Source: an optimization exercise on an open RTL-to-GDS flow (aim: small area, a short achievable clock period and few clock cycles). Production flows keep margins and buffers that such runs may drop. Function was checked by simulation only, so behaviour that the tests miss may differ from the original. No activity file was given, so power comes from the tool's default toggle rates.

==> inputs of trial 93 <==
## hwcnn_top
module hwcnn_top (
	input  logic                        clk,
	input  logic                        arst_n,
	input  logic                        apb_psel,
	input  logic                        apb_penable,
	input  logic                        apb_pwrite,
	input  logic [12-1:0]    apb_paddr,
	input  logic [32-1:0]    apb_pwdata,
	output logic                        apb_pready,
	output logic [32-1:0]    apb_prdata,
	output logic                        apb_pslverr,
	input  logic [32-1:0]    instruct,
	input  logic                        inst_empty,
	output logic                        inst_req,
	output logic                        busy
);
Settings: LEC_CHECK=0, ABC_CLOCK_PERIOD_IN_PS=2900, CAP_MARGIN=20, CORE_MARGIN=2, CORE_UTILIZATION=60, CTS_CLUSTER_DIAMETER=100, CTS_CLUSTER_SIZE=20, SETUP_SLACK_MARGIN=4.1, SLEW_MARGIN=20; clock period 7.0 ns.
run.sh (not shown) runs the stock make flow with config.mk's settings and CLKGATE_MAP_FILE= SYNTH_SCRIPT=/design/flow/synth_recipe.tcl, a recipe that flattens the netlist after the stock synthesis.
==> build 11 (differences from trial 93) <==
--- a/flow/design.v
+++ b/flow/design.v
@@ -58,19 +58,22 @@
 	output logic [8-1:0]             feat_wr_data,
 	output logic                                 ker_wr_en,
 	output logic [$clog2(4*9)-1:0]  ker_wr_addr,
 	output logic [8-1:0]             ker_wr_data,
 	output logic [5-1:0]             res_rd_addr,
-	input  logic [16-1:0]              res_rd_data
+	input  logic [16-1:0]              res_rd_data,
+	input  logic                                 pend_valid,
+	input  logic [5-1:0]             pend_addr
 );
 	localparam int KER_DEPTH = 4 * 9;
 	hwcnn_bus_pkg::apb_req_t  req;
 	logic                     setup;
 	logic                     feat_hit;
 	logic                     ker_hit;
 	logic                     res_hit;
 	logic                     bad;
+	logic                     rd_wait;    
 	logic                     pready_q;
 	logic                     pslverr_q;
 	logic [16-1:0]  prdata_q;
 	logic [8-1:0] wr_data_q;
 	logic [5:0]               wr_addr_q;
@@ -79,21 +82,22 @@
 	assign feat_hit = (req.paddr[11:6] == 6'h00);
 	assign ker_hit  = (req.paddr[11:6] == 6'h04) && (req.paddr[5:0] < 6'(KER_DEPTH));
 	assign res_hit  = (req.paddr[11:5] == 7'h10);
 	assign bad      = req.pwrite ? !(feat_hit || ker_hit) : !res_hit;
 	assign res_rd_addr = req.paddr[5-1:0];
+	assign rd_wait     = !req.pwrite && res_hit && pend_valid && (pend_addr == res_rd_addr);
 	always_ff @(posedge clk or negedge arst_n) begin
 		if (!arst_n) begin
 			feat_wr_en <= 1'b0;
 			ker_wr_en  <= 1'b0;
 		end else begin
 			feat_wr_en <= setup && req.pwrite && feat_hit;
 			ker_wr_en  <= setup && req.pwrite && ker_hit;
 		end
 	end
 	always_ff @(posedge clk) begin
-		pready_q  <= setup;
+		pready_q  <= (setup && !rd_wait) || (req.psel && req.penable && !pready_q);
 		pslverr_q <= bad;
 		prdata_q  <= res_rd_data;
 		wr_addr_q <= req.paddr[5:0];
 		wr_data_q <= req.pwdata[8-1:0];
 	end
@@ -257,11 +261,13 @@
 	input  logic [20+$clog2(20):0] pe_ctrl,   
 	input  logic [5-1:0]        res_addr,    
 	output logic signed [16-1:0]  result,        
 	output logic [5-1:0]        result_addr,
 	output logic                            result_valid,
-	output logic                            pe_busy      
+	output logic                            pe_busy,     
+	output logic                            pend_valid,  
+	output logic [5-1:0]        pend_addr    
 );
 	localparam int MAC_LAT = 3;        
 	localparam int D       = MAC_LAT + 2;   
 	localparam int SUM_W   = 20 + 1;
 	localparam int RES_MAX = (1 << (16 - 1)) - 1;
@@ -299,13 +305,15 @@
 				valid_s[s] <= valid_s[s-1];
 		end
 	end
 	always_comb begin
 		busy_d = col_valid;
-		for (int s = 1; s < D - 1; s++)
+		for (int s = 1; s < D - 3; s++)
 			busy_d = busy_d || valid_s[s];
 	end
+	assign pend_valid = valid_s[D-1];
+	assign pend_addr  = addr_s[D-1];
 	assign pe_busy = busy_d;
 	mac_tree tree (
 		.clk  (clk),
 		.w    (window),
 		.k    (kernel),
@@ -4359,16 +4367,17 @@
 	input  logic [5-1:0]        result_addr,
 	input  logic                            result_valid,
 	input  logic [5-1:0]        res_rd_addr,
 	output logic [16-1:0]         res_rd_data
 );
-	logic [16-1:0]   res_mem [0:(1<<5)-1];
+	logic [(1<<5)-1:0][16-1:0] res_mem;
 	always_ff @(posedge clk) begin
-		if (result_valid)
-			res_mem[result_addr] <= result;
+		for (int e = 0; e < (1 << 5); e++)
+			if (result_valid && result_addr == 5'(e))
+				res_mem[e] <= result;
 	end
-	assign res_rd_data = res_mem[res_rd_addr];
+	assign res_rd_data = (result_valid && result_addr == res_rd_addr) ? result : res_mem[res_rd_addr];
 endmodule
 `timescale 1ns/1ps
 module hwcnn_top (
 	input  logic                        clk,
 	input  logic                        arst_n,
@@ -4408,10 +4417,12 @@
 	logic                                    col_valid;
 	logic [$clog2(4)-1:0]       ker_idx;
 	hwcnn_pkg::pe_ctrl_t                     pe_ctrl;
 	logic [5-1:0]                res_addr;
 	logic                                    pe_busy;
+	logic                                    pend_valid;
+	logic [5-1:0]                pend_addr;
 	hwcnn_pkg::window_t                      window;
 	hwcnn_pkg::kernel_t                      kernel;
 	logic signed [16-1:0]          result;
 	logic [5-1:0]                result_addr;
 	logic                                    result_valid;
ABC_CLOCK_PERIOD_IN_PS = 2600   (was 2900)
SETUP_SLACK_MARGIN = 4.4   (was 4.1)
==> build 29 (differences from trial 93) <==
--- a/flow/design.v
+++ b/flow/design.v
@@ -70,12 +70,10 @@
 	logic                     res_hit;
 	logic                     bad;
 	logic                     pready_q;
 	logic                     pslverr_q;
 	logic [16-1:0]  prdata_q;
-	logic [8-1:0] wr_data_q;
-	logic [5:0]               wr_addr_q;
 	assign req   = apb_req;
 	assign setup = req.psel && !req.penable;
 	assign feat_hit = (req.paddr[11:6] == 6'h00);
 	assign ker_hit  = (req.paddr[11:6] == 6'h04) && (req.paddr[5:0] < 6'(KER_DEPTH));
 	assign res_hit  = (req.paddr[11:5] == 7'h10);
@@ -92,17 +90,15 @@
 	end
 	always_ff @(posedge clk) begin
 		pready_q  <= setup;
 		pslverr_q <= bad;
 		prdata_q  <= res_rd_data;
-		wr_addr_q <= req.paddr[5:0];
-		wr_data_q <= req.pwdata[8-1:0];
 	end
-	assign feat_wr_addr = wr_addr_q;
-	assign feat_wr_data = wr_data_q;
-	assign ker_wr_addr  = wr_addr_q;
-	assign ker_wr_data  = wr_data_q;
+	assign feat_wr_addr = req.paddr[6-1:0];
+	assign feat_wr_data = req.pwdata[8-1:0];
+	assign ker_wr_addr  = req.paddr[$clog2(KER_DEPTH)-1:0];
+	assign ker_wr_data  = req.pwdata[8-1:0];
 	assign apb_rsp = {pready_q, {{(32-16){prdata_q[16-1]}}, prdata_q}, pslverr_q};
 endmodule
 `timescale 1ns/1ps
 module topcontrol (
 	input  logic                               clk,
@@ -2039,24 +2035,24 @@
 	logic c1951;
 	logic s1952;
 	logic c1953;
 	logic s1954;
 	logic c1955;
-	logic s1993;
-	logic c1994;
-	logic s1995;
-	logic c1996;
-	logic s1997;
-	logic c1998;
-	logic s1999;
-	logic c2000;
-	logic s2001;
-	logic c2002;
-	logic s2003;
-	logic c2004;
-	logic s2005;
-	logic c2006;
+	logic s1956;
+	logic c1957;
+	logic s1958;
+	logic c1959;
+	logic s1960;
+	logic c1961;
+	logic s1962;
+	logic c1963;
+	logic s1964;
+	logic c1965;
+	logic s1966;
+	logic c1967;
+	logic s1968;
+	logic c1969;
 	logic r1390;
 	logic r1391;
 	logic r1392;
 	logic r1393;
 	logic r1394;
@@ -2303,24 +2299,10 @@
 	logic r1913;
 	logic r1914;
 	logic r1915;
 	logic r1916;
 	logic r1917;
-	logic r1956;
-	logic r1957;
-	logic r1958;
-	logic r1959;
-	logic r1960;
-	logic r1961;
-	logic r1962;
-	logic r1963;
-	logic r1964;
-	logic r1965;
-	logic r1966;
-	logic r1967;
-	logic r1968;
-	logic r1969;
 	logic r1970;
 	logic r1971;
 	logic r1972;
 	logic r1973;
 	logic r1974;
@@ -2340,10 +2322,22 @@
 	logic r1988;
 	logic r1989;
 	logic r1990;
 	logic r1991;
 	logic r1992;
+	logic r1993;
+	logic r1994;
+	logic r1995;
+	logic r1996;
+	logic r1997;
+	logic r1998;
+	logic r1999;
+	logic r2000;
+	logic r2001;
+	logic r2002;
+	logic r2003;
+	logic r2004;
 	assign p1 = w[0] & k[0];
 	assign p2 = w[0] & k[1];
 	assign p3 = w[0] & k[2];
 	assign p4 = w[0] & k[3];
 	assign p5 = w[0] & k[4];
@@ -4045,24 +4039,24 @@
 	assign c1951 = (c1927 & s1928) | (c1927 & r1893) | (s1928 & r1893);
 	assign s1952 = c1929 ^ s1930 ^ r1898;
 	assign c1953 = (c1929 & s1930) | (c1929 & r1898) | (s1930 & r1898);
 	assign s1954 = c1933 ^ s1934 ^ r1906;
 	assign c1955 = (c1933 & s1934) | (c1933 & r1906) | (s1934 & r1906);
-	assign s1993 = r1965 ^ r1966;
-	assign c1994 = r1965 & r1966;
-	assign s1995 = r1973 ^ r1974;
-	assign c1996 = r1973 & r1974;
-	assign s1997 = r1976 ^ r1977 ^ r1978;
-	assign c1998 = (r1976 & r1977) | (r1976 & r1978) | (r1977 & r1978);
-	assign s1999 = r1979 ^ r1980 ^ r1981;
-	assign c2000 = (r1979 & r1980) | (r1979 & r1981) | (r1980 & r1981);
-	assign s2001 = r1983 ^ r1984;
-	assign c2002 = r1983 & r1984;
-	assign s2003 = r1986 ^ r1987;
-	assign c2004 = r1986 & r1987;
-	assign s2005 = r1988 ^ r1989;
-	assign c2006 = r1988 & r1989;
+	assign s1956 = c1943 ^ s1920;
+	assign c1957 = c1943 & s1920;
+	assign s1958 = c1949 ^ s1950;
+	assign c1959 = c1949 & s1950;
+	assign s1960 = c1951 ^ s1952 ^ r1899;
+	assign c1961 = (c1951 & s1952) | (c1951 & r1899) | (s1952 & r1899);
+	assign s1962 = c1953 ^ c1931 ^ s1932;
+	assign c1963 = (c1953 & c1931) | (c1953 & s1932) | (c1931 & s1932);
+	assign s1964 = c1955 ^ c1935;
+	assign c1965 = c1955 & c1935;
+	assign s1966 = c1937 ^ s1938;
+	assign c1967 = c1937 & s1938;
+	assign s1968 = c1939 ^ r1913;
+	assign c1969 = c1939 & r1913;
 	always_ff @(posedge clk) begin
 		r1390 <= s962;
 		r1391 <= bias[0];
 		r1392 <= s1218;
 		r1393 <= s968;
@@ -4310,49 +4304,47 @@
 		r1913 <= s1860;
 		r1914 <= c1861;
 		r1915 <= c1701;
 		r1916 <= r1582;
 		r1917 <= r1583;
-		r1956 <= r1862;
-		r1957 <= r1863;
-		r1958 <= r1864;
-		r1959 <= r1865;
-		r1960 <= r1866;
-		r1961 <= r1867;
-		r1962 <= r1868;
-		r1963 <= s1918;
-		r1964 <= s1942;
-		r1965 <= c1943;
-		r1966 <= s1920;
-		r1967 <= r1877;
-		r1968 <= s1944;
-		r1969 <= c1945;
-		r1970 <= s1946;
-		r1971 <= c1947;
-		r1972 <= s1948;
-		r1973 <= c1949;
-		r1974 <= s1950;
-		r1975 <= r1894;
-		r1976 <= c1951;
-		r1977 <= s1952;
-		r1978 <= r1899;
-		r1979 <= c1953;
-		r1980 <= c1931;
-		r1981 <= s1932;
-		r1982 <= s1954;
-		r1983 <= c1955;
-		r1984 <= c1935;
-		r1985 <= s1936;
-		r1986 <= c1937;
-		r1987 <= s1938;
-		r1988 <= c1939;
-		r1989 <= r1913;
-		r1990 <= s1940;
-		r1991 <= c1941;
-		r1992 <= r1917;
+		r1970 <= r1862;
+		r1971 <= r1863;
+		r1972 <= r1864;
+		r1973 <= r1865;
+		r1974 <= r1866;
+		r1975 <= r1867;
+		r1976 <= r1868;
+		r1977 <= s1918;
+		r1978 <= s1942;
+		r1979 <= s1956;
+		r1980 <= r1877;
+		r1981 <= c1957;
+		r1982 <= s1944;
+		r1983 <= c1945;
+		r1984 <= s1946;
+		r1985 <= c1947;
+		r1986 <= s1948;
+		r1987 <= s1958;
+		r1988 <= r1894;
+		r1989 <= c1959;
+		r1990 <= s1960;
+		r1991 <= c1961;
+		r1992 <= s1962;
+		r1993 <= c1963;
+		r1994 <= s1954;
+		r1995 <= s1964;
+		r1996 <= s1936;
+		r1997 <= c1965;
+		r1998 <= s1966;
+		r1999 <= c1967;
+		r2000 <= s1968;
+		r2001 <= c1969;
+		r2002 <= s1940;
+		r2003 <= c1941;
+		r2004 <= r1917;
 	end
-	assign acc = {1'b1, r1991, c2006, c2004, c2002, s2001, c2000, c1998, c1996, s1995, r1971, r1969, c1994, s1993, r1964, r1963, r1962, r1960, r1959, r1958, r1956} + {1'b0, r1992, r1990, s2005, s2003, r1985, r1982, s1999, s1997, r1975, r1972, r1970, r1968, r1967, 1'b0, 1'b0, 1'b0, r1961, 1'b0, 1'b0, r1957};
+	assign acc = {1'b1, r2003, r2001, r1999, r1997, r1995, r1993, r1991, r1989, r1987, r1985, r1983, r1981, r1979, r1978, r1977, r1976, r1974, r1973, r1972, r1970} + {1'b0, r2004, r2002, r2000, r1998, r1996, r1994, r1992, r1990, r1988, r1986, r1984, r1982, r1980, 1'b0, 1'b0, 1'b0, r1975, 1'b0, 1'b0, r1971};
 endmodule
 `timescale 1ns/1ps
 module write2control (
 	input  logic                            clk,
 	input  logic signed [16-1:0]  result,
==> trial 45 (differences from trial 93) <==
--- a/flow/design.v
+++ b/flow/design.v
@@ -58,19 +58,22 @@
 	output logic [8-1:0]             feat_wr_data,
 	output logic                                 ker_wr_en,
 	output logic [$clog2(4*9)-1:0]  ker_wr_addr,
 	output logic [8-1:0]             ker_wr_data,
 	output logic [5-1:0]             res_rd_addr,
-	input  logic [16-1:0]              res_rd_data
+	input  logic [16-1:0]              res_rd_data,
+	input  logic                                 pend_valid,
+	input  logic [5-1:0]             pend_addr
 );
 	localparam int KER_DEPTH = 4 * 9;
 	hwcnn_bus_pkg::apb_req_t  req;
 	logic                     setup;
 	logic                     feat_hit;
 	logic                     ker_hit;
 	logic                     res_hit;
 	logic                     bad;
+	logic                     rd_wait;    
 	logic                     pready_q;
 	logic                     pslverr_q;
 	logic [16-1:0]  prdata_q;
 	logic [8-1:0] wr_data_q;
 	logic [5:0]               wr_addr_q;
@@ -79,21 +82,22 @@
 	assign feat_hit = (req.paddr[11:6] == 6'h00);
 	assign ker_hit  = (req.paddr[11:6] == 6'h04) && (req.paddr[5:0] < 6'(KER_DEPTH));
 	assign res_hit  = (req.paddr[11:5] == 7'h10);
 	assign bad      = req.pwrite ? !(feat_hit || ker_hit) : !res_hit;
 	assign res_rd_addr = req.paddr[5-1:0];
+	assign rd_wait     = !req.pwrite && res_hit && pend_valid && (pend_addr == res_rd_addr);
 	always_ff @(posedge clk or negedge arst_n) begin
 		if (!arst_n) begin
 			feat_wr_en <= 1'b0;
 			ker_wr_en  <= 1'b0;
 		end else begin
 			feat_wr_en <= setup && req.pwrite && feat_hit;
 			ker_wr_en  <= setup && req.pwrite && ker_hit;
 		end
 	end
 	always_ff @(posedge clk) begin
-		pready_q  <= setup;
+		pready_q  <= (setup && !rd_wait) || (req.psel && req.penable && !pready_q);
 		pslverr_q <= bad;
 		prdata_q  <= res_rd_data;
 		wr_addr_q <= req.paddr[5:0];
 		wr_data_q <= req.pwdata[8-1:0];
 	end
@@ -257,11 +261,13 @@
 	input  logic [20+$clog2(20):0] pe_ctrl,   
 	input  logic [5-1:0]        res_addr,    
 	output logic signed [16-1:0]  result,        
 	output logic [5-1:0]        result_addr,
 	output logic                            result_valid,
-	output logic                            pe_busy      
+	output logic                            pe_busy,     
+	output logic                            pend_valid,  
+	output logic [5-1:0]        pend_addr    
 );
 	localparam int MAC_LAT = 3;        
 	localparam int D       = MAC_LAT + 2;   
 	localparam int SUM_W   = 20 + 1;
 	localparam int RES_MAX = (1 << (16 - 1)) - 1;
@@ -299,13 +305,15 @@
 				valid_s[s] <= valid_s[s-1];
 		end
 	end
 	always_comb begin
 		busy_d = col_valid;
-		for (int s = 1; s < D - 1; s++)
+		for (int s = 1; s < D - 3; s++)
 			busy_d = busy_d || valid_s[s];
 	end
+	assign pend_valid = valid_s[D-1];
+	assign pend_addr  = addr_s[D-1];
 	assign pe_busy = busy_d;
 	mac_tree tree (
 		.clk  (clk),
 		.w    (window),
 		.k    (kernel),
@@ -4359,16 +4367,17 @@
 	input  logic [5-1:0]        result_addr,
 	input  logic                            result_valid,
 	input  logic [5-1:0]        res_rd_addr,
 	output logic [16-1:0]         res_rd_data
 );
-	logic [16-1:0]   res_mem [0:(1<<5)-1];
+	logic [(1<<5)-1:0][16-1:0] res_mem;
 	always_ff @(posedge clk) begin
-		if (result_valid)
-			res_mem[result_addr] <= result;
+		for (int e = 0; e < (1 << 5); e++)
+			if (result_valid && result_addr == 5'(e))
+				res_mem[e] <= result;
 	end
-	assign res_rd_data = res_mem[res_rd_addr];
+	assign res_rd_data = (result_valid && result_addr == res_rd_addr) ? result : res_mem[res_rd_addr];
 endmodule
 `timescale 1ns/1ps
 module hwcnn_top (
 	input  logic                        clk,
 	input  logic                        arst_n,
@@ -4408,10 +4417,12 @@
 	logic                                    col_valid;
 	logic [$clog2(4)-1:0]       ker_idx;
 	hwcnn_pkg::pe_ctrl_t                     pe_ctrl;
 	logic [5-1:0]                res_addr;
 	logic                                    pe_busy;
+	logic                                    pend_valid;
+	logic [5-1:0]                pend_addr;
 	hwcnn_pkg::window_t                      window;
 	hwcnn_pkg::kernel_t                      kernel;
 	logic signed [16-1:0]          result;
 	logic [5-1:0]                result_addr;
 	logic                                    result_valid;
ABC_CLOCK_PERIOD_IN_PS = 2600   (was 2900)
CORE_UTILIZATION = 65   (was 60)
CTS_CLUSTER_SIZE = 25   (was 20)
SETUP_SLACK_MARGIN = 4.4   (was 4.1)
==> summary of the runs <==
Sequential share of layout area is about the same in build 29 and trial 45.
Final area, highest first: build 11, trial 45, build 29, trial 93.
Clock power: build 29 is larger than trial 45 (8.7%).
Against trial 93, the worst setup slack of build 29 is lower by 22 ps.
In build 29 the register-to-register slack is higher than in trial 93, by 90 ps.
Testbench counts of trial 93, summed over its fixed seeds: cycles 24,014.
Testbench counts of build 11, summed over its fixed seeds: cycles 23,633.
Testbench counts of build 29, summed over its fixed seeds: cycles 24,014.
Testbench counts of trial 45, summed over its fixed seeds: cycles 23,633.

re-timing with driven ports:
The flow's constraints put no driver on any port. The routed layouts listed below were extracted and timed again, unchanged, in two steps.
Step 1: set_driving_cell puts a clkbuf_16 on clk and a buf_2 on each other input, an assumption about the parent block.
Step 2 also shifts input and output timing later by t, the mid clock arrival at the registers, as if the neighbouring blocks saw the same clock.
Three values: ideal ports, drivers, drivers and shift; two values: the first two.
run	shift t [ns]	slack for setup (ns)	worst setup path at the end	latest minus earliest clock arrival (ns)	pins driven straight from the clock port
trial 93	0.879	4.037 / 4.037 / 3.165	input to register	0.046 / 0.046	1
build 11	0.858	4.168 / 4.076 / 3.405	input to register	0.081 / 0.080	1
build 29	0.873	4.016 / 3.995 / 3.122	input to register	0.034 / 0.035	1
trial 45	0.841	4.208 / 4.115 / 3.401	input to register	0.051 / 0.051	1
After both steps setup and hold are still met in every run listed. For build 29, which loses most, drivers alone change the setup slack by -0.021 ns; drivers and shift together by -0.894 ns.
